This design comes from an exercise in tuning for small area on the open sky130 flow, not from production work. In this exercise RTL edits were held to simulation tests only and were not proved equivalent to the original. No activity file was given, so power comes from the tool's default toggle rates.

**design/flow/flow/run.sh**
```bash
#!/bin/bash
# Standard ORFS layout with these changes:
#  * synthesis maps with area-oriented ABC scripts (amap after a few kinds of
#    logic restructuring; the smallest result is kept) and a few
#    non-inverting cells left out, so that muxes map to inverting AOI/OAI gates;
#    adders are left to ABC too (no full-adder cell extraction, no Kogge-Stone
#    carry map); everything else (registers, flattening, renaming) is the standard flow's.
#    The standard synthesis is run first only to read its register names, and
#    each register of the area-mapped netlist takes the name of the standard
#    register that drives the same net (yosys numbers unnamed cells by order).
#  * port buffers are the smallest buffer (buf_1) instead of the tool's pick.
#  * the clock tree uses clkbuf_8, small sink clusters and no dummy loads.
set -euo pipefail
W=$(pwd)
F=$W/flow
P=${FLOW_PLATFORM:-sky130hd}

# 1. standard synthesis: register names only
bash $W/standard.sh synth > $W/std_synth_make.log 2>&1
cp $W/orfs/results/$P/pio_pin_arbiter/base/1_2_yosys.v $W/std_synth.v
cp -r $W/orfs/logs $W/std_synth_logs
python3 $F/regnames.py std $W/std_synth.v $W/std_regs.txt > $W/regnames_std.log 2>&1
rm -rf $W/orfs

# 2. area-oriented synthesis and the layout
cat > $W/abc_args.tcl <<T
source $F/abc_best.tcl
set abc_args [list -script $F/abc_amap.abc {*}\$lib_args {*}\$lib_dont_use_args \\
  -dont_use sky130_fd_sc_hd__mux4_1 -dont_use sky130_fd_sc_hd__mux4_2 -dont_use sky130_fd_sc_hd__mux4_4 \\
  -dont_use sky130_fd_sc_hd__mux2_1 -dont_use sky130_fd_sc_hd__mux2_2 -dont_use sky130_fd_sc_hd__mux2_4 \\
  -dont_use sky130_fd_sc_hd__mux2_8 -dont_use sky130_fd_sc_hd__mux2i_1 -dont_use sky130_fd_sc_hd__mux2i_2 \\
  -dont_use sky130_fd_sc_hd__mux2i_4 -dont_use sky130_fd_sc_hd__o22a_1 -dont_use sky130_fd_sc_hd__o22a_2 \\
  -dont_use sky130_fd_sc_hd__o22a_4 -dont_use sky130_fd_sc_hd__a22o_1 -dont_use sky130_fd_sc_hd__a22o_2 \\
  -dont_use sky130_fd_sc_hd__a22o_4]
puts "abc_args: \$abc_args"
T
cat > $W/reg_names.tcl <<T
write_json $W/pre_regs.json
puts [exec python3 $F/regnames.py map $W/std_regs.txt $W/pre_regs.json $W/reg_renames.txt]
set fh [open $W/reg_renames.txt r]
yosys cd \$::env(DESIGN_NAME)
foreach line [split [read \$fh] "\n"] {
  if { \$line eq "" } { continue }
  lassign [split \$line "\t"] old new
  yosys rename \$old \$new
}
close \$fh
yosys cd ..
T
sed -e "s#^source \$::env(SCRIPTS_DIR)/synth_preamble.tcl\$#&\nsource $W/abc_args.tcl#" \
    -e "s#^  log_cmd abc {\*}\$abc_args\$#  abc_best [glob $F/abc_*.abc]#" \
  $FLOW_HOME/scripts/synth.tcl > $W/area_synth_core.tcl
grep -q "source $W/abc_args.tcl" $W/area_synth_core.tcl
grep -q "abc_best" $W/area_synth_core.tcl
sed -e "s#source \$::env(SCRIPTS_DIR)/synth.tcl#source $W/area_synth_core.tcl#" \
    -e "s#^write_verilog #source $W/reg_names.tcl\n&#" \
  $W/synth_recipe.tcl > $W/area_synth.tcl
grep -q "area_synth_core.tcl" $W/area_synth.tcl
grep -q "reg_names.tcl" $W/area_synth.tcl
bash $W/standard.sh SYNTH_SCRIPT=$W/area_synth.tcl ADDER_MAP_FILE= SYNTH_OPERATIONS_ARGS=-nofsm \
  "BUFFER_PORTS_ARGS=-buffer_cell sky130_fd_sc_hd__buf_1" \
  "CTS_ARGS=-sink_clustering_enable -repair_clock_nets -dont_use_dummy_load -buf_list sky130_fd_sc_hd__clkbuf_8 -root_buf sky130_fd_sc_hd__clkbuf_8 -sink_clustering_size 10 -sink_clustering_max_diameter 60" \
  ${FLOW_RUN_TARGET:-finish} > $W/flow_make.log 2>&1
```
**design/flow/flow/abc_amap.abc**
```
strash
dch -f
amap
```
**design/flow/flow/abc_best.tcl**
```tcl
# Map with each area script in turn and keep the smallest result.
proc abc_best { scripts } {
  global abc_args lib_args
  design -save pre_abc
  set best ""
  set best_area 0
  foreach s $scripts {
    design -load pre_abc
    abc {*}[lreplace $abc_args 1 1 $s]
    set st [tee -q -s result.string stat {*}$lib_args]
    if { ![regexp {Chip area for module[^:]*: ([0-9.]+)} $st -> area] } {
      error "no area for $s"
    }
    puts "abc_best: [file tail $s] area $area"
    if { $best eq "" || $area < $best_area } {
      set best $s
      set best_area $area
    }
  }
  puts "abc_best: using [file tail $best] ($best_area)"
  design -load pre_abc
  abc {*}[lreplace $abc_args 1 1 $best]
}
```
**design/flow/flow/abc_dc2_amap.abc**
```
strash
dc2
dch -f
amap
```
**design/flow/flow/abc_dc2_if_amap.abc**
```
strash
dc2
dch -f
if -a -K 6
strash
dch -f
amap
```
**design/flow/flow/abc_dch_amap.abc**
```
strash
dch
amap
```
**design/flow/flow/abc_gdch_amap.abc**
```
strash
&get -n
&st
&dch -f
&put
amap
```
**design/flow/flow/abc_gif_amap.abc**
```
strash
&get -n
&st
&synch2
&if -a -K 6
&st
&put
dch -f
amap
```
**design/flow/flow/abc_if2_amap.abc**
```
strash
dch -f
if -a -K 6
strash
dch -f
if -a -K 6
strash
dch -f
amap
```
**design/flow/flow/abc_if4_amap.abc**
```
strash
dch -f
if -a -K 4
strash
dch -f
amap
```
**design/flow/flow/abc_if8_amap.abc**
```
strash
dch -f
if -a -K 8
strash
dch -f
amap
```
**design/flow/flow/abc_if_amap.abc**
```
strash
dch -f
if -a -K 6
strash
dch -f
amap
```
**design/flow/flow/abc_ifmfs_amap.abc**
```
strash
dch -f
if -a -K 6
mfs2
strash
dch -f
amap
```
**design/flow/flow/abc_resyn_amap.abc**
```
strash
balance
rewrite
refactor
balance
rewrite
rewrite -z
balance
refactor -z
rewrite -z
balance
dch -f
amap
```
**design/flow/flow/abc_resyn_if_amap.abc**
```
strash
balance
rewrite
refactor
balance
rewrite
rewrite -z
balance
refactor -z
rewrite -z
balance
dch -f
if -a -K 6
strash
dch -f
amap
```
**design/flow/flow/regnames.py**
```python
#!/usr/bin/env python3
"""Give the registers of the area-mapped netlist the names the standard synthesis gives them.

  regnames.py std STD_NETLIST.v OUT.txt      list each register of the standard netlist with its Q net
  regnames.py map STD.txt DESIGN.json OUT.txt  write "old<TAB>new" renames for the design's registers,
                                               pairing registers that drive the same Q net
"""
import json, re, sys

SEQ = re.compile(r'^sky130_fd_sc_hd__(df|sdf|edf|dl|sedf)')


def norm(name):
    name = name.strip()
    return name[1:] if name.startswith('\\') else name


def std_regs(path):
    text = open(path).read()
    regs = []
    # instance: <cell> <name> ( ... );
    for m in re.finditer(r'^\s*(sky130_fd_sc_hd__\w+)\s+(\\\S+|\S+)\s*\((.*?)\);', text, re.S | re.M):
        cell, inst, body = m.groups()
        if not SEQ.match(cell):
            continue
        q = re.search(r'\.Q\(\s*(\\\S+\s|[^)]+?)\s*\)', body)
        regs.append((norm(inst), cell, norm(q.group(1)) if q else ''))
    return regs


def main():
    mode = sys.argv[1]
    if mode == 'std':
        regs = std_regs(sys.argv[2])
        with open(sys.argv[3], 'w') as f:
            for inst, cell, q in regs:
                f.write('%s\t%s\t%s\n' % (inst, cell, q))
        print('standard registers:', len(regs))
        return
    std = [l.rstrip('\n').split('\t') for l in open(sys.argv[2]) if l.strip()]
    by_q = {q: inst for inst, cell, q in std}
    design = json.load(open(sys.argv[3]))
    mods = [m for m in design['modules'].values() if m.get('attributes', {}).get('top')]
    mod = mods[0] if mods else list(design['modules'].values())[0]
    bitnames = {}
    for name, net in mod['netnames'].items():
        if net.get('hide_name'):
            continue
        bits = net['bits']
        off = int(net.get('offset', 0))
        upto = int(net.get('upto', 0))
        for i, b in enumerate(bits):
            if isinstance(b, str):
                continue
            if len(bits) == 1:
                label = name
            else:
                idx = (off + len(bits) - 1 - i) if upto else (off + i)
                label = '%s[%d]' % (name, idx)
            bitnames.setdefault(b, []).append(label)
    renames, seen = [], set()
    nregs = 0
    for cname, c in mod['cells'].items():
        if not SEQ.match(c['type']):
            continue
        nregs += 1
        qb = c['connections'].get('Q', [None])[0]
        target = None
        for label in bitnames.get(qb, []):
            if label in by_q:
                target = by_q[label]
                break
        if target is None:
            sys.exit('register %s (Q %s) pairs with no standard register' % (cname, bitnames.get(qb)))
        if target in seen:
            sys.exit('standard register %s paired twice' % target)
        seen.add(target)
        if target != cname:
            renames.append((cname, target))
    if nregs != len(std) or len(seen) != len(std):
        sys.exit('register count %d differs from the standard synthesis (%d)' % (nregs, len(std)))
    with open(sys.argv[4], 'w') as f:
        for old, new in renames:
            f.write('%s\t%s\n' % (old, new))
    print('registers: %d, renamed: %d' % (nregs, len(renames)))


main()
```
**design/flow/standard.sh**
```bash
#!/bin/bash
# synth_recipe.tcl (not shown) runs the flow's synth.tcl, then flattens the netlist and writes it again
# the make line also repeats each setting of config.mk as NAME=value (left out here)
make -C /OpenROAD-flow-scripts/flow DESIGN_CONFIG=/design/flow/config.mk WORK_HOME=/design/flow/orfs CLKGATE_MAP_FILE= SYNTH_SCRIPT=/design/flow/synth_recipe.tcl "${@:-finish}"
```
**design/flow/config.mk**
```make
export PLATFORM = sky130hd
export DESIGN_NAME = pio_pin_arbiter
export DESIGN_NICKNAME = pio_pin_arbiter
export VERILOG_FILES = /design/flow/design.v
export SDC_FILE = /design/flow/constraint.sdc
export NUM_CORES = 4
export LEC_CHECK = 0
export CAP_MARGIN = 20
export CORE_MARGIN = 2
export CORE_UTILIZATION = 50
export GPL_TIMING_DRIVEN = 0
export SETUP_SLACK_MARGIN = 0.5
export SLEW_MARGIN = 20
```
**design/flow/constraint.sdc**
```tcl
create_clock -name core_clock -period 8.0 [get_ports {clock}]
set_input_delay 1.6000 -clock core_clock [delete_from_list [all_inputs] [get_ports {clock}]]
set_output_delay 1.6000 -clock core_clock [all_outputs]
set_load 0.01 [all_outputs]
```
**design/flow/design.v**
```verilog
module pio_pin_arbiter #(
  parameter int unsigned NUM_SM   = 4,
  parameter int unsigned NUM_PINS = 32,
  parameter int unsigned SYNC_STG = 2
) (
  input  logic                   clock,
  input  logic                   reset_n,
  input  logic [NUM_SM-1:0]      out_valid,
  input  logic [32*NUM_SM-1:0]   out_data,
  input  logic [5*NUM_SM-1:0]    out_base,
  input  logic [6*NUM_SM-1:0]    out_count,
  input  logic [NUM_SM-1:0]      dir_valid,
  input  logic [32*NUM_SM-1:0]   dir_data,
  input  logic [5*NUM_SM-1:0]    dir_base,
  input  logic [6*NUM_SM-1:0]    dir_count,
  input  logic [NUM_SM-1:0]      side_valid,
  input  logic [NUM_SM-1:0]      side_pindir,
  input  logic [5*NUM_SM-1:0]    side_data,
  input  logic [5*NUM_SM-1:0]    side_base,
  input  logic [3*NUM_SM-1:0]    side_count,
  input  logic [5*NUM_SM-1:0]    in_base,
  input  logic [NUM_PINS-1:0]    pad_in,
  output logic [NUM_PINS-1:0]    pad_out,
  output logic [NUM_PINS-1:0]    pad_oe,
  output logic [32*NUM_SM-1:0]   in_data,
  output logic                   conflict
);
  logic [31:0] pad_out_q, pad_out_d;
  logic [31:0] pad_oe_q, pad_oe_d;
  logic        conflict_q, conflict_d;
  logic [1:0][31:0] sync_q;
  function automatic logic [31:0] rotl(input logic [31:0] x, input logic [4:0] s);
    logic [31:0] t;
    t = x;
    if (s[0]) t = {t[30:0], t[31]};
    if (s[1]) t = {t[29:0], t[31:30]};
    if (s[2]) t = {t[27:0], t[31:28]};
    if (s[3]) t = {t[23:0], t[31:24]};
    if (s[4]) t = {t[15:0], t[31:16]};
    rotl = t;
  endfunction
  function automatic logic [31:0] rotr(input logic [31:0] x, input logic [4:0] s);
    logic [31:0] t;
    t = x;
    if (s[0]) t = {t[0], t[31:1]};
    if (s[1]) t = {t[1:0], t[31:2]};
    if (s[2]) t = {t[3:0], t[31:4]};
    if (s[3]) t = {t[7:0], t[31:8]};
    if (s[4]) t = {t[15:0], t[31:16]};
    rotr = t;
  endfunction
  function automatic logic [31:0] therm(input logic [4:0] b);
    logic [31:0] t, u;
    t = '0;
    t[0] = ~b[0];
    t[1] = 1'b1;
    for (int k = 1; k < 5; k++) begin
      u = t;
      for (int j = 0; j < 16; j++) begin
        if (j < (1 << k)) begin
          u[j]            = ~b[k] & t[j];
          u[(1 << k) + j] = ~b[k] | t[j];
        end
      end
      t = u;
    end
    therm = t;
  endfunction
  function automatic logic [31:0] window(input logic [4:0] b, input logic [5:0] n);
    logic [5:0] e;
    logic [31:0] tb, te;
    e  = {1'b0, b} + n;
    tb = therm(b);
    te = therm(e[4:0]);
    window = e[5] ? (tb | ~te) : (tb & ~te);
  endfunction
  function automatic logic [7:0] rotl8(input logic [7:0] x, input logic [2:0] s);
    logic [7:0] t;
    t = x;
    if (s[0]) t = {t[6:0], t[7]};
    if (s[1]) t = {t[5:0], t[7:6]};
    if (s[2]) t = {t[3:0], t[7:4]};
    rotl8 = t;
  endfunction
  function automatic logic [7:0] therm8(input logic [2:0] b);
    for (int q = 0; q < 8; q++) therm8[q] = (3'(q) >= b);
  endfunction
  logic [3:0][31:0] om, od, dm, dd, sm, sd, svm, sdm, wv, wd;
  logic [3:0][5:0]  oc, dc, sc;
  logic [3:0][7:0]  s8, m8, r8, n8, t8;
  logic [3:0][3:0]  h4;
  always_comb begin
    for (int i = 0; i < 4; i++) begin
      oc[i] = out_valid[i] ? (out_count[6*i+5] ? 6'd32 : out_count[6*i +: 6]) : 6'd0;
      dc[i] = dir_valid[i] ? (dir_count[6*i+5] ? 6'd32 : dir_count[6*i +: 6]) : 6'd0;
      sc[i] = side_valid[i] ? ((side_count[3*i +: 3] >= 3'd5) ? 6'd5 : {3'd0, side_count[3*i +: 3]}) : 6'd0;
      om[i] = window(out_base[5*i +: 5], oc[i]);
      dm[i] = window(dir_base[5*i +: 5], dc[i]);
      od[i] = rotl(out_data[32*i +: 32], out_base[5*i +: 5]);
      dd[i] = rotl(dir_data[32*i +: 32], dir_base[5*i +: 5]);
      for (int q = 0; q < 8; q++) m8[i][q] = (6'(q) < sc[i]);
      s8[i] = {3'b000, side_data[5*i +: 5]};
      r8[i] = rotl8(s8[i], side_base[5*i +: 3]);
      n8[i] = rotl8(m8[i], side_base[5*i +: 3]);
      h4[i] = 4'b1 << side_base[5*i+3 +: 2];
      t8[i] = therm8(side_base[5*i +: 3]);
      sm[i] = rotl({24'd0, m8[i]}, side_base[5*i +: 5]);
      sd[i]  = {4{r8[i]}};
      svm[i] = side_pindir[i] ? 32'd0 : sm[i];
      sdm[i] = side_pindir[i] ? sm[i] : 32'd0;
    end
  end
  logic [3:0][31:0] vv, vd;
  always_comb begin
    for (int i = 0; i < 4; i++) begin
      wv[i] = om[i] | svm[i];
      wd[i] = dm[i] | sdm[i];
      vv[i] = (od[i] & ~svm[i]) | (sd[i] & svm[i]);
      vd[i] = (dd[i] & ~sdm[i]) | (sd[i] & sdm[i]);
    end
    pad_out_d = pad_out_q;
    pad_oe_d  = pad_oe_q;
    for (int i = 0; i < 4; i++) begin
      pad_out_d = (pad_out_d & ~wv[i]) | (vv[i] & wv[i]);
      pad_oe_d  = (pad_oe_d & ~wd[i])  | (vd[i] & wd[i]);
    end
    conflict_d = |((wv[0] & wv[1]) | (wv[2] & wv[3]) | ((wv[0] | wv[1]) & (wv[2] | wv[3])))
               | |((wd[0] & wd[1]) | (wd[2] & wd[3]) | ((wd[0] | wd[1]) & (wd[2] | wd[3])));
  end
  always_ff @(posedge clock or negedge reset_n) begin
    if (!reset_n) begin
      pad_out_q  <= '0;
      pad_oe_q   <= '0;
      conflict_q <= 1'b0;
    end else begin
      pad_out_q  <= pad_out_d;
      pad_oe_q   <= pad_oe_d;
      conflict_q <= conflict_d;
    end
  end
  always_ff @(posedge clock or negedge reset_n) begin
    if (!reset_n) begin
      sync_q <= '0;
    end else begin
      sync_q[0] <= pad_in;
      sync_q[1] <= sync_q[0];
    end
  end
  always_comb begin
    for (int i = 0; i < 4; i++) in_data[32*i +: 32] = rotr(sync_q[1], in_base[5*i +: 5]);
  end
  assign pad_out  = pad_out_q;
  assign pad_oe   = pad_oe_q;
  assign conflict = conflict_q;
endmodule
```
==> results of run 1 <==
==> power by group through the flow <==
stage | registers [mW] | clock network, mW | logic, mW
floorplan | 0.878 | 0 | 2.25
finish | 0.932 | 0.494 | 4.00
global route | 0.917 | 0.497 | 4.18
global placement | 0.921 | 0 | 3.63
detailed placement | 0.918 | 0 | 3.69
CTS | 0.907 | 0.481 | 3.71
==> worst paths after layout <==
kind                       slack, ns  cells past startpoint    endpoint
max                             0.68                     18  conflict_q
min in group asynchronous       0.99                      1   async pin
max reg2reg                     5.69                      6    register
min reg2reg                     0.32                      0  sync_q[37]
min                             0.32                      0  sync_q[37]
max in group asynchronous       6.09                      3  sync_q[15]
==> cell type report <==
type | count | area (sq um) | share of cell area (%)
Sequential cell | 129 | 3230 | 8.60
Inverter | 566 | 2190 | 5.84
Antenna cell | 24 | 60.1 | 0.160
Clock buffer | 17 | 234 | 0.623
Timing Repair Buffer | 672 | 2790 | 7.43
Multi-Input combinational cell | 5021 | 27900 | 74.4
Tap cell | 864 | 1080 | 2.88
Timing Repair inverter | 4 | 20.0 | 0.0533
==> per-layer routing <==
layer	GRT usage (%)	vias up	part of all wire, %
met1	66.0	24600	35
met4	45.6	14	11
met3	19.5	1333	16
met2	78.3	5117	39
met5	0.417	-	0.054
li1	-	24900	-
==> cell usage in the layout (no fill, tap or decap), types with 10 or more instances in the layout <==
| master | count |
|---|---|
| a221oi_1 | 31 |
| o32a_1 | 21 |
| diode_2 | 24 |
| a22oi_1 | 77 |
| o21ai_0 | 381 |
| dfrtp_1 | 129 |
| clkinv_1 | 528 |
| a221o_1 | 12 |
| nor2b_1 | 27 |
| buf_1 | 594 |
| or2_0 | 51 |
| buf_2 | 43 |
| nor2_1 | 981 |
| clkinv_2 | 24 |
| a31oi_1 | 58 |
| a211oi_1 | 104 |
| nand4_1 | 15 |
| a311oi_1 | 12 |
| o32ai_1 | 13 |
| clkbuf_8 | 17 |
| clkbuf_2 | 20 |
| o221ai_1 | 45 |
| a2111oi_0 | 10 |
| a21oi_1 | 397 |
| nor4_1 | 15 |
| o211ai_1 | 36 |
| a32oi_1 | 11 |
| o22ai_1 | 2100 |
| nand2_1 | 316 |
| nor3_1 | 71 |
| or3_1 | 70 |
| nand3_1 | 76 |
| o221a_1 | 14 |
==> cells by family after synthesis <==
kind of cell	after synthesis
AOI/OAI and AO/OA	3387
and+or+nand+nor	1634
DFF	129
buffers and inverters	566
==> what timing repair did <==
item | in CTS | in global routing
setup endpoints to repair | 23 | 18
pin swaps | 0 | 0
resized for setup | 31 | 17
gates cloned | 0 | 4
==> worst register-to-register path, stage by stage, from the launching register on <==
cell      delay (ns)
dfrtp_1         0.43
a222oi_1        0.33
nor2_1          0.07
o311ai_0        0.87
a32oi_1         0.24
nor2_1          0.14
a21oi_1         0.10
==> summary.md, run 1 <==
| Metric | Value |
|---|---|
| Largest family of logic cells by synthesized area | `compound AO/OA/AOI/OAI gates` |
| Instance area at placement | `about 0.037 sq mm` |
| Part of the power in combinational logic | `73.7%` |
| ANT nets after route | `0` |
| Synth area leader | `o22ai_1` |
| IR Drop Worst-Case VDD | `0.140 mV` |
| Worst setup path startpoint | `out_base[17]` |
| Post-CTS Setup Bufs | `0` |
| Placer Congestion | `between 1 and 1.5` |
| Sequential power share | `17.2%` |
| Count of input and output buffers | `658` |
| Final wirelength | `204000 microns` |
| Crit end category | `register` |
| Post-layout util | `57.1%` |
| Syn Inst Count | `5716` |
| Layout Area Growth over Synthesis | `13.0%` |
| Cell Count, Final, Fillers Out | `7297` |
| Final hold vios | `0` |
| Top post-synthesis cells by count | `o22ai_1, nor2_1, clkinv_1, a21oi_1, o21ai_0` |
| FFs w/ async S/R, synth | `100%` |
| Skew final | `0.0262 ns` |
| GR Overflow Total | `0` |
| P_leak | `11.2 nW` |
| Worst-path clk slew | `0.11 ns` |
| Core Footprint | `roughly 0.066 sq mm` |
| Setup crit start kind | `input port` |
| Syn_area_per_cell | `5.81 sq um` |
| Drt drc | `0` |
| TritonCTS clock tree | `built` |
| Buf+Inv Stages, Crit Path | `3` |
| Dominant cells by area after synthesis | `o22ai_1, nor2_1, dfrtp_1, clkinv_1, a21oi_1` |
| Top cell type's share of synthesized area | `39.6%` |
| Max-cap violations | `0` |
| Placed cell count | `7248` |
| Status | `no timing/DRC/antenna violations` |
| Post-synth net total | `between 6000 and 7000` |
| # IOs | `around 660` |
| Hold_sp | `sync_q[5]` |
| Clock share of power | `roughly 9.1%` |
| HPWL after detailed placement | `161000 microns` |
| Largest net degree at the start of global routing | `45` |
| First-pass GRT wire length | `approximately 280000 microns` |
| Filler Cell Count | `6894` |
| Tcrit/Tclk final | `about nine tenths` |
| Root Buffer | `clkbuf_8` |
| Worst slew pin tran | `1.37 ns` |
| Wire per inst | `28.0 microns` |
| Synth Cell Area | `0.0332 sq mm` |
| Max clock buf depth | `2` |
| Crit Path Max Fanout | `39` |
| Worst path cell trace | `buf_2 > clkinv_2 > nor2_1 > a21oi_1 > nand2_1 > o21ai_0 > nor2_1 > nor2_1 > nand2_1 > nand2_1 > clkinvlp_4 > a211oi_1 > nor3_1 > o22ai_1 > a2111oi_1 > o2111ai_1 > nor4_1 > nand4_1` |
| Vias/cell | `7.66` |
| Synth Area in Simple Gates | `approximately a fifth` |
| Tmin final | `7.32 ns` |
| Die Footprint | `between 0.06 and 0.07 sq mm` |
| RSZ-0062 raised after global routing | `no` |
| Synth Area in XOR/XNOR | `0%` |
| Compound-cell area share of the yosys netlist | `63.5%` |
| GRT Total Usage | `54.9%` |
| CP Class | `in -> reg` |
| Vias in the first global route | `44500` |
| Slew Viols, Final | `0` |
| Top Family by Delay on Critical Path | `simple AND/OR/NAND/NOR gates` |
| Min-delay worst type | `reg -> reg` |
| CP max-delay cell | `a2111oi_1` |
| Post-Synth Adder-Cell Area | `0%` |
| Share of cells above drive strength 1 | `2.32%` |
| Switch share | `60.9%` |
| Mux contribution to synthesized area | `0%` |
| Primary FF master, synth | `dfrtp_1` |
| Cts bufs inserted | `17` |
| Finish-stage setup viols | `0` |
| Setup TNS | `0 ns` |
| PwrDens | `144 mW/mm^2` |
| Fin area | `0.0375 sq mm` |
| Net count, final | `6877` |
| Internal Power | `2.12 mW` |
| Chip height | `262 microns` |
| Worst skew pair latency | `0.60 ns` |
| Drt pass-1 iters | `13` |
| CTS Hold Bufs | `0` |
| Synth unique cells | `47` |
| Initial drt markers | `between 10000 and 15000` |
| Final worst setup slack | `0.685 ns` |
| Yosys warnings | `1` |
| Fmax | `0.137 GHz` |
| Hold Slack | `0.321 ns` |
| Vias after detailed routing | `55900` |
| Initial antenna violation count | `23` |
| DIE WIDTH | `262 microns` |
| CP peak stage delay | `between 0.8 and 0.9 ns` |
| Overall power | `around 5.4 mW` |
| Sw Pwr | `3.31 mW` |
| Flops & latches, synth | `129` |
| Initial core utilization | `50.6%` |
| Rel. slew slack | `8.85%` |
| DP Worst Slack | `-1.06 ns` |
| Worst EP arrival | `7.75 ns` |
| Critical Path RT | `roughly 8.4 ns` |
| Sequential-to-total area share from yosys stat | `9.71%` |
| Post-synth EDFFs | `0` |
| Clock sink count | `129` |
| # rows | `94` |
| Top-count cell post-synth | `o22ai_1` |
| Htree depth | `4` |
==> run 2, diff against run 1 <==
--- a/design/flow/design.v
+++ b/design/flow/design.v
@@ -83,11 +83,7 @@
     rotl8 = t;
   endfunction
-  function automatic logic [7:0] therm8(input logic [2:0] b);
-    for (int q = 0; q < 8; q++) therm8[q] = (3'(q) >= b);
-  endfunction
   logic [3:0][31:0] om, od, dm, dd, sm, sd, svm, sdm, wv, wd;
   logic [3:0][5:0]  oc, dc, sc;
-  logic [3:0][7:0]  s8, m8, r8, n8, t8;
-  logic [3:0][3:0]  h4;
+  logic [3:0][7:0]  s8, m8, r8;
   always_comb begin
     for (int i = 0; i < 4; i++) begin
@@ -100,10 +96,7 @@
       dd[i] = rotl(dir_data[32*i +: 32], dir_base[5*i +: 5]);
       for (int q = 0; q < 8; q++) m8[i][q] = (6'(q) < sc[i]);
+      sm[i] = rotl({24'd0, m8[i]}, side_base[5*i +: 5]);
       s8[i] = {3'b000, side_data[5*i +: 5]};
       r8[i] = rotl8(s8[i], side_base[5*i +: 3]);
-      n8[i] = rotl8(m8[i], side_base[5*i +: 3]);
-      h4[i] = 4'b1 << side_base[5*i+3 +: 2];
-      t8[i] = therm8(side_base[5*i +: 3]);
-      sm[i] = rotl({24'd0, m8[i]}, side_base[5*i +: 5]);
       sd[i]  = {4{r8[i]}};
       svm[i] = side_pindir[i] ? 32'd0 : sm[i];
==> design/flow/flow/abc_dc2_if4_amap.abc (new file) <==
strash
dc2
dch -f
if -a -K 4
strash
dch -f
amap
==> design/flow/flow/abc_gif4_amap.abc (new file) <==
strash
&get -n
&st
&dch -f
&if -a -K 4
&st
&put
dch -f
amap
==> design/flow/flow/abc_if3_amap.abc (new file) <==
strash
dch -f
if -a -K 3
strash
dch -f
amap
==> design/flow/flow/abc_if44_amap.abc (new file) <==
strash
dch -f
if -a -K 4
strash
dch -f
if -a -K 4
strash
dch -f
amap
==> design/flow/flow/abc_if4_amapx.abc (new file) <==
strash
dch -f
if -a -K 4
strash
dch -f
amap -F 2 -A 6
==> design/flow/flow/abc_if4n_amap.abc (new file) <==
strash
dch
if -a -K 4
strash
dch
amap
==> design/flow/flow/abc_if5_amap.abc (new file) <==
strash
dch -f
if -a -K 5
strash
dch -f
amap
==> design/flow/flow/abc_resyn_if4_amap.abc (new file) <==
strash
balance
rewrite
refactor
balance
rewrite
rewrite -z
balance
refactor -z
rewrite -z
balance
dch -f
if -a -K 4
strash
dch -f
amap
==> run 2 against run 1 <==
Highest routed layer unchanged. Clock skew rose by 0.014 ns. Flip-flop and latch count did not move. Die area is essentially flat. Combinational power barely moved. Utilization rose by 0.20 points. Maximum frequency down 2.3%. Area after synthesis hardly changed. Still clean. Non-clock buffer count grew 1. Design area up 0.36%. Synthesized cell count fell by 0.19%. First-iteration DRC count grew 2.9%.
==> summary.md, run 2 <==
| Metric | Value |
|---|---|
| Status | `no timing/DRC/antenna violations` |
| Instance area at placement | `0.0371 sq mm (about the same)` |
| Placer Congestion | `1.16 (-2.8%)` |
| R2r worst-path depth | `4 (-2)` |
| Vias after detailed routing | `55700 (-0.32%)` |
| Finish-stage setup viols | `0 (unchanged)` |
| Critical Path RT | `8.25 ns (-0.18 ns)` |
| Skew final | `0.0402 ns (+0.0140 ns)` |
| RSZ-0062 raised after global routing | `no` |
| Synth Area in XOR/XNOR | `0% (unchanged)` |
| Chip height | `262 microns (about the same)` |
| Final wirelength | `203000 microns (-0.42%)` |
| Flops & latches, synth | `129 (unchanged)` |
| ANT nets after route | `0 (unchanged)` |
| Max clock buf depth | `2 (unchanged)` |
| Synth Area in Simple Gates | `20.3% (-0.19 points)` |
| Final hold vios | `0 (unchanged)` |
| Core Footprint | `0.0657 sq mm (unchanged)` |
| CTS Hold Bufs | `0 (unchanged)` |
| Net count, final | `6871 (-0.087%)` |
| Post-CTS Setup Bufs | `0 (unchanged)` |
| DP Worst Slack | `-1.79 ns (-0.738 ns)` |
| Cts bufs inserted | `17 (unchanged)` |
| Post-layout util | `57.3% (+0.20 points)` |
| # IOs | `659 (unchanged)` |
| Fin area | `0.0377 sq mm (+0.36%)` |
| Htree depth | `4 (unchanged)` |
| Syn Inst Count | `5705 (-0.19%)` |
| Drt drc | `0 (unchanged)` |
| Top post-synthesis cells by count | `o22ai_1, nor2_1, clkinv_1, a21oi_1, o21ai_0` |
| Mux contribution to synthesized area | `0% (unchanged)` |
| Synth Cell Area | `0.0332 sq mm (about the same)` |
| Post-Synth Adder-Cell Area | `0% (unchanged)` |
| Most frequent cells in the layout | `o22ai_1, nor2_1, buf_1` |
| Share of cells above drive strength 1 | `2.78% (+0.46 points)` |
| Dominant cells by area after synthesis | `o22ai_1, nor2_1, dfrtp_1, clkinv_1, a21oi_1` |
| Layout Area Growth over Synthesis | `13.4%` |
| Vias in the first global route | `45400 (+2.0%)` |
| Worst-path clk slew | `0.09 ns (-0.02 ns)` |
| Top cell type's share of synthesized area | `39.5% (-0.078 points)` |
| Sequential-to-total area share from yosys stat | `9.71% (about the same)` |
| Primary FF master, synth | `dfrtp_1` |
| Most common cell after layout, fill and taps aside | `o22ai_1` |
| Crit end category | `register` |
| Synth area leader | `o22ai_1` |
| Tcrit/Tclk final | `93.6% (+2.2 points)` |
| Initial core utilization | `50.6% (about the same)` |
| Critical path destination | `conflict_q` |
| Worst skew pair latency | `0.60 ns (about the same)` |
| CP Class | `in -> reg` |
| Root Buffer | `clkbuf_8` |
| Final worst setup slack | `0.509 ns (-0.176 ns)` |
| Largest net degree at the start of global routing | `47 (+4.4%)` |
| IR Drop Worst-Case VDD | `0.142 mV (+1.7%)` |
| Clock sink count | `129 (unchanged)` |
| FFs w/ async S/R, synth | `100% (unchanged)` |
| Min-delay worst type | `reg -> reg` |
| Post-synth net total | `6171 (-0.18%)` |
| Setup crit start kind | `input port` |
| Top-count cell post-synth | `o22ai_1` |
| Max-cap violations | `0 (unchanged)` |
| PwrDens | `145 mW/mm^2 (+0.11%)` |
| Count of input and output buffers | `658 (unchanged)` |
| DIE WIDTH | `262 microns (about the same)` |
| Worst EP arrival | `7.74 ns (about the same)` |
| Wire per inst | `27.9 microns (-0.23%)` |
| Synth unique cells | `45 (-4.3%)` |
| TritonCTS clock tree | `built` |
| Compound-cell area share of the yosys netlist | `63.7% (+0.22 points)` |
| Initial drt markers | `11200 (+2.9%)` |
| Largest family of logic cells by synthesized area | `compound AO/OA/AOI/OAI gates` |
| First-pass GRT wire length | `282000 microns (about the same)` |
| Setup TNS | `0 ns (unchanged)` |
| GR Overflow Total | `0 (unchanged)` |
| Overall power | `5.45 mW (+0.46%)` |
| Crit Path Max Fanout | `41 (+5.1%)` |
| Die Footprint | `0.0686 sq mm (about the same)` |
| Fmax | `0.133 GHz (-2.3%)` |
| Syn_area_per_cell | `5.83 sq um (+0.20%)` |
| Drt pass-1 iters | `12 (-1)` |
| Worst slew pin tran | `1.28 ns (-0.0922 ns)` |
| P_leak | `11.3 nW (about the same)` |
| # rows | `94 (unchanged)` |
| Worst setup path startpoint | `dir_base[14]` |
| Initial antenna violation count | `18 (-22%)` |
| Rel. slew slack | `15.0% (+6.1 points)` |
| Vias/cell | `7.65 (-0.13%)` |
| FF-to-FF setup slack | `5.63 ns (-0.06 ns)` |
| Tmin final | `7.49 ns (+0.176 ns)` |
| HPWL after detailed placement | `161000 microns (+0.17%)` |
| Post-synth EDFFs | `0 (unchanged)` |
| Slew Viols, Final | `0 (unchanged)` |
| GRT Total Usage | `54.7% (-0.22 points)` |
| Yosys warnings | `1 (unchanged)` |
## run 2: cell count changes in the layout (fill, tap and decap cells not counted), moves of 10 or more
cell,change
nor3_1,-18
a31oi_1,+19
clkinv_1,-14
o211ai_1,+10
a21oi_1,-16
a211oi_1,-22
a22oi_1,+11
and3_1,+17
## run 2: routing by layer
metal  track usage [%]  share of wire, %
met1              65.7                35
met2              78.4                39
met3              20.1                16
met4              43.2                10
met5             0.347             0.023
## run 2: where the power goes
group / leakage [nW] / internal, mW / switching (mW)
clock network: 0.122 / 0.187 / 0.328
registers: 1.50 / 0.758 / 0.195
logic: 9.63 / 1.17 / 2.81
total: 11.3 / 2.11 / 3.34
## run 2: what timing repair did
| item | CTS | global route |
|---|---|---|
| resized for setup | 51 | 40 |
| setup endpoints to repair | 16 | 7 |
| pin swaps | 0 | 1 |
| cloned | 0 | 8 |
| hold endpoints to repair | 0 | 0 |
## run 2: area by class of cell
type                    count  area, sq um
repair buffers            673         2800
well taps                 864         1080
inverters                 563         2240
fillers                  6746        28100
clock buffers              17          234
flip-flops and latches    129         3230
diodes                     16         40.0
repair inverters            8         40.0
multi-input cells        5013        28000
## run 2: metrics by stage
step	hold slack (ns)	std cells
floorplan	0.331	5705
global placement	0.332	7227
detailed placement	0.335	7241
CTS	0.334	7258
global route	0.344	7275
finish	0.336	7283
## run 2: how the worst min path moves through the flow
stage / startpoint / end / slack [ns] / depth (start not counted)
after floorplan: sync_q[0] / sync_q[32] / 0.33 / 0
after detailed placement: sync_q[31] / sync_q[63] / 0.33 / 0
after CTS: sync_q[16] / sync_q[48] / 0.33 / 0
after global routing: sync_q[16] / sync_q[48] / 0.34 / 0
final: sync_q[16] / sync_q[48] / 0.34 / 0
after global placement: sync_q[31] / sync_q[63] / 0.33 / 0
## run 2: worst max-delay path: stages
cell	delay, ns
buf_2	0.61
clkinv_2	0.75
nor2_1	0.32
a21oi_1	0.14
nand2_1	0.21
nand2_2	0.35
inv_4	0.38
a211oi_1	0.13
a211oi_1	0.55
clkinv_1	0.32
nor2b_1	0.22
nor2_1	0.09
nor4_2	0.60
nand3_1	0.23
nor4_2	0.64
nand4_1	0.56
## run 2: cells by family after synthesis
| family | after synthesis |
|---|---|
| buffers and inverters | 563 |
| AO/OA/AOI/OAI | 3391 |
| AND/OR/NAND/NOR | 1622 |
| flip-flops | 129 |

-- separate check: timing with driven ports --
The results above use ideal ports. As a check the final layouts listed here were re-extracted and re-timed, cells and wires unchanged.
Step 1 assumes that a clkbuf_16 drives the clock port and a buf_2 every other input.
Step 2, shift: input delay + t, output delay - t, t = (earliest + latest rising clock arrival at the registers) / 2. This alone moves slack from input paths to output paths.
a / b / c = ideal / step 1 / step 2; a / b = the first two.
run	shift t [ns]	slack for setup (ns)	latest minus earliest clock arrival (ns)
run 1	0.649	0.685 / 0.730 / 0.081	0.047 / 0.048
run 2	0.637	0.509 / 0.524 / -0.113	0.045 / 0.045
With both steps, setup timing fails in run 2, where it was met with ideal ports. For run 2, which loses most, drivers alone change the setup slack by +0.015 ns; drivers and shift together by -0.622 ns.
